What follows belongs to an exercise in optimizing a design on an open flow for small area, a short achievable clock period and few clock cycles per item; a production flow would make more cautious choices. Function was checked by simulation only, so behaviour that the tests miss may differ from the original. No activity file was given, so power comes from the tool's default toggle rates.

wip/indigo:
==> flow/design.v (excerpt) <==
module mult_pipe_mac #(
  parameter int AW    = 18,
  parameter int BW    = 18,
  parameter int LAT   = 3,
  parameter int GUARD = 8
) (
  input  logic                   clk,
  input  logic                   rst,
  input  logic                   in_valid,
  output logic                   in_ready,
  input  logic [AW-1:0]          in_a,
  input  logic [BW-1:0]          in_b,
  input  logic                   in_signed,
  input  logic [1:0]             in_mode,
  output logic                   out_valid,
  input  logic                   out_ready,
  output logic [AW+BW+GUARD-1:0] out_data,
  output logic                   out_ovf
);
For scale: about 220 flip-flops, roughly 18000 um2 of cells after synthesis.
clock: 8.0 ns
lec_check: 0
cap_margin: 20
core_margin: 2
core_utilization: 40
setup_slack_margin: 4.8
slew_margin: 20
synth_hierarchical: 1
run.sh (not shown) runs the stock make flow with config.mk's settings and CLKGATE_MAP_FILE= SYNTH_SCRIPT=/design/flow/synth_recipe.tcl, a recipe that flattens the netlist after the stock synthesis.
wip/indigo went all the way through synthesis, placement and routing and the layout is clean on timing, DRC and antenna.
Testbench counts of wip/indigo, summed over its fixed seeds: cycles 32,024, items 32,000.
diff inputs: wip/indigo => wip/garnet
- SETUP_SLACK_MARGIN: 4.8 -> 3.5
Notes after the runs:
- In the tables for wip/indigo and wip/garnet, combinational group share of total power reads lower with wip/garnet.
- Final clock period utilization by the worst path in wip/garnet is 4.3 points above wip/indigo.
- In the reports for wip/indigo and wip/garnet, the larger clock network fraction of design power belongs to wip/garnet.
- wip/indigo → wip/garnet: clock-buffer cell count lower; portion of total power attributed to sequential cells went up by 4.9 points; sequential fraction of total cell area +3.8 points; global-route track usage on met1 shrank by 2.0 points.
The inputs of wip/lagoon differ from those of wip/garnet as listed below.
- SETUP_SLACK_MARGIN changed from 3.5 to 4.0
Results
- wip/lagoon | status: complete | timing, DRC, antenna: pass
- Changes observed in wip/lagoon relative to wip/garnet: clock transition at the register clock pins on the worst setup and hold paths after CTS saw little to no change, via count went up 306, routed wire length +4.9%.
- Relative to wip/garnet, sequential share of cell area decreased by 1.2 points in wip/lagoon.
- Diff wip/garnet and wip/lagoon: slew at the pin with the worst max-slew slack higher in wip/lagoon
Here is what was changed in the inputs of wip/juniper compared with wip/lagoon.
- SETUP_SLACK_MARGIN: 4.0 -> 4.4
--- outcome ---
- Min total number of nets in the final design across wip/lagoon and wip/juniper: wip/lagoon
- Between wip/lagoon and wip/juniper, the end-of-flow core utilization is higher for wip/juniper.
- Taking wip/lagoon as the reference, in wip/juniper via count shows an increase of 2.6%; final non-filler cell area shows an increase of about 7%.

========
mult_pipe_mac, a different RTL version from the one above (not shown whole).
Size in the first run: ~1,500 cells after synthesis, roughly 220 flip-flops, roughly 90 I/O pins, about 19,000 µm² of cells after synthesis.
Design mult_pipe_mac, start of the top module:
module mult_pipe_mac #(
  parameter int AW    = 18,
  parameter int BW    = 18,
  parameter int LAT   = 3,
  parameter int GUARD = 8
) (
  input  logic                   clk,
  input  logic                   rst,
  input  logic                   in_valid,
  output logic                   in_ready,
  input  logic [AW-1:0]          in_a,
  input  logic [BW-1:0]          in_b,
  input  logic                   in_signed,
  input  logic [1:0]             in_mode,
  output logic                   out_valid,
  input  logic                   out_ready,
  output logic [AW+BW+GUARD-1:0] out_data,
  output logic                   out_ovf
);
clock: 8.0 ns
lec_check: 0
cap_margin: 20
core_margin: 2
core_utilization: 40
setup_slack_margin: 4.5
slew_margin: 20
synth_hierarchical: 1
The baseline passed the timing, design-rule and antenna checks.
Testbench counts at the start, summed over its fixed seeds: cycles 32,024, items 32,000.
==> next run, changes <==
==> flow/flow/run.sh (new file) <==
#!/bin/bash
set -euo pipefail
W=$PWD
RES=$W/orfs/results/$FLOW_PLATFORM/mult_pipe_mac/base
export BUFFER_PORTS_ARGS="-buffer_cell sky130_fd_sc_hd__buf_2"
bash standard.sh synth > synth.log 2>&1
sed -i 's/\bsky130_fd_sc_hd__a22oi_2\b/sky130_fd_sc_hd__a22oi_1/' "$RES/1_2_yosys.v"
touch "$RES/1_2_yosys.v"
grep -c 'sky130_fd_sc_hd__a22oi_1' "$RES/1_2_yosys.v" > downsize.log 2>&1 || true
bash standard.sh finish > layout.log 2>&1
==> flow/standard.sh (new file) <==
#!/bin/bash
# synth_recipe.tcl (not shown) runs the flow's synth.tcl, then flattens the netlist and writes it again
# the make line also repeats each setting of config.mk as NAME=value (left out here)
make -C /OpenROAD-flow-scripts/flow DESIGN_CONFIG=/design/flow/config.mk WORK_HOME=/design/flow/orfs CLKGATE_MAP_FILE= SYNTH_SCRIPT=/design/flow/synth_recipe.tcl "${@:-finish}"
Settings changed: CORE_UTILIZATION 40 to 60, PLACE_DENSITY set to 0.85, SETUP_SLACK_MARGIN 4.5 to 4.1.
removed: flow/run.sh
The new run finished with timing, DRC and antenna clean.
Design area fell by 14%.
Critical path depth fell by 4.
Sequential power is about the same.
Clock-buffer cell count fell by 5.
Synthesized cell count does not change.
Power fell by 8.6%.
Combinational power fell by 14%.
Routed wire length fell by 7.6%.
Synthesized area fell by 5.4%.
==> next run, changes <==
==> flow/run.sh (new file) <==
#!/bin/bash
# synth_recipe.tcl (not shown) runs the flow's synth.tcl, then flattens the netlist and writes it again
# the make line also repeats each setting of config.mk as NAME=value (left out here)
make -C /OpenROAD-flow-scripts/flow DESIGN_CONFIG=/design/flow/config.mk WORK_HOME=/design/flow/orfs CLKGATE_MAP_FILE= SYNTH_SCRIPT=/design/flow/synth_recipe.tcl finish
Settings changed: PLACE_DENSITY 0.85 to not set, SETUP_SLACK_MARGIN 4.1 to 4.3.
removed: flow/flow/run.sh
removed: flow/standard.sh
Effect: The new run finished with timing, DRC and antenna clean; sequential share of layout area shrinks by 3.2 points; global-route usage decreases by 1.5 points; first-iteration DRC count falls by 36%; clock power drops by about 4%; worst setup slack gets better by 0.12 ns; die area went up by 5.6%; wire length went down by 0.42%; power rose by 4.7%; final cell count climbs by 1.4%; synthesized area rises by 5.7%; clock-buffer cell count grows by 2.
==> next run, changes <==
==> flow/flow/run.sh (new file) <==
#!/bin/bash
set -euo pipefail
W=$PWD
RES=$W/orfs/results/$FLOW_PLATFORM/mult_pipe_mac/base
export BUFFER_PORTS_ARGS="-buffer_cell sky130_fd_sc_hd__buf_2"
bash standard.sh synth > synth.log 2>&1
sed -i 's/\bsky130_fd_sc_hd__a22oi_2\b/sky130_fd_sc_hd__a22oi_1/' "$RES/1_2_yosys.v"
touch "$RES/1_2_yosys.v"
grep -c 'sky130_fd_sc_hd__a22oi_1' "$RES/1_2_yosys.v" > downsize.log 2>&1 || true
bash standard.sh finish > layout.log 2>&1
==> flow/standard.sh (new file) <==
#!/bin/bash
# synth_recipe.tcl (not shown) runs the flow's synth.tcl, then flattens the netlist and writes it again
# the make line also repeats each setting of config.mk as NAME=value (left out here)
make -C /OpenROAD-flow-scripts/flow DESIGN_CONFIG=/design/flow/config.mk WORK_HOME=/design/flow/orfs CLKGATE_MAP_FILE= SYNTH_SCRIPT=/design/flow/synth_recipe.tcl "${@:-finish}"
Settings changed: CORE_UTILIZATION 60 to 50, GPL_ROUTABILITY_DRIVEN set to 0, PLACE_DENSITY set to 0.75, SETUP_SLACK_MARGIN 4.3 to 4.1.
removed: flow/run.sh
Effect: Clock-buffer cell count fell by 6; area after synthesis fell by 5.4%; wire length fell by about 4%; total power fell by 11%; via count fell by about 0.7%; first-iteration DRC count rose by about 14%.

==> static timing again, ports no longer ideal <==
The results above use ideal ports. As a check the final layouts listed here were re-extracted and re-timed, cells and wires unchanged. Step 1: set_driving_cell puts a clkbuf_16 on clk and a buf_2 on each other input, an assumption about the parent block. Step 2, shift: input delay + t, output delay - t, t = (earliest + latest rising clock arrival at the registers) / 2. This alone moves slack from input paths to output paths. a / b / c = no drivers / after step 1 / after step 2; a / b = the first two.
| run | t (ns) | setup WS [ns] | pins driven straight from the clock port |
|---|---|---|---|
| wip/indigo | 0.587 | 4.013 / 4.013 / 4.013 | 1 |
| wip/garnet | 0.579 | 3.665 / 3.638 / 3.638 | 1 |
| wip/lagoon | 0.593 | 4.023 / 4.011 / 3.993 | 1 |
| wip/juniper | 0.601 | 4.025 / 4.025 / 4.025 | 1 |
| the first run of note 2 | 0.579 | 4.136 / 4.136 / 4.136 | 1 |
| the second run of note 2 | 0.579 | 4.057 / 4.057 / 4.057 | 1 |
| the third run of note 2 | 0.589 | 4.178 / 4.178 / 4.090 | 1 |
| the fourth run of note 2 | 0.563 | 4.133 / 4.133 / 3.984 | 1 |
After both steps setup and hold are still met in every run listed. The setup slack of the fourth run of note 2, which loses most, moves by 0.000 ns with the drivers and by -0.149 ns with both steps.
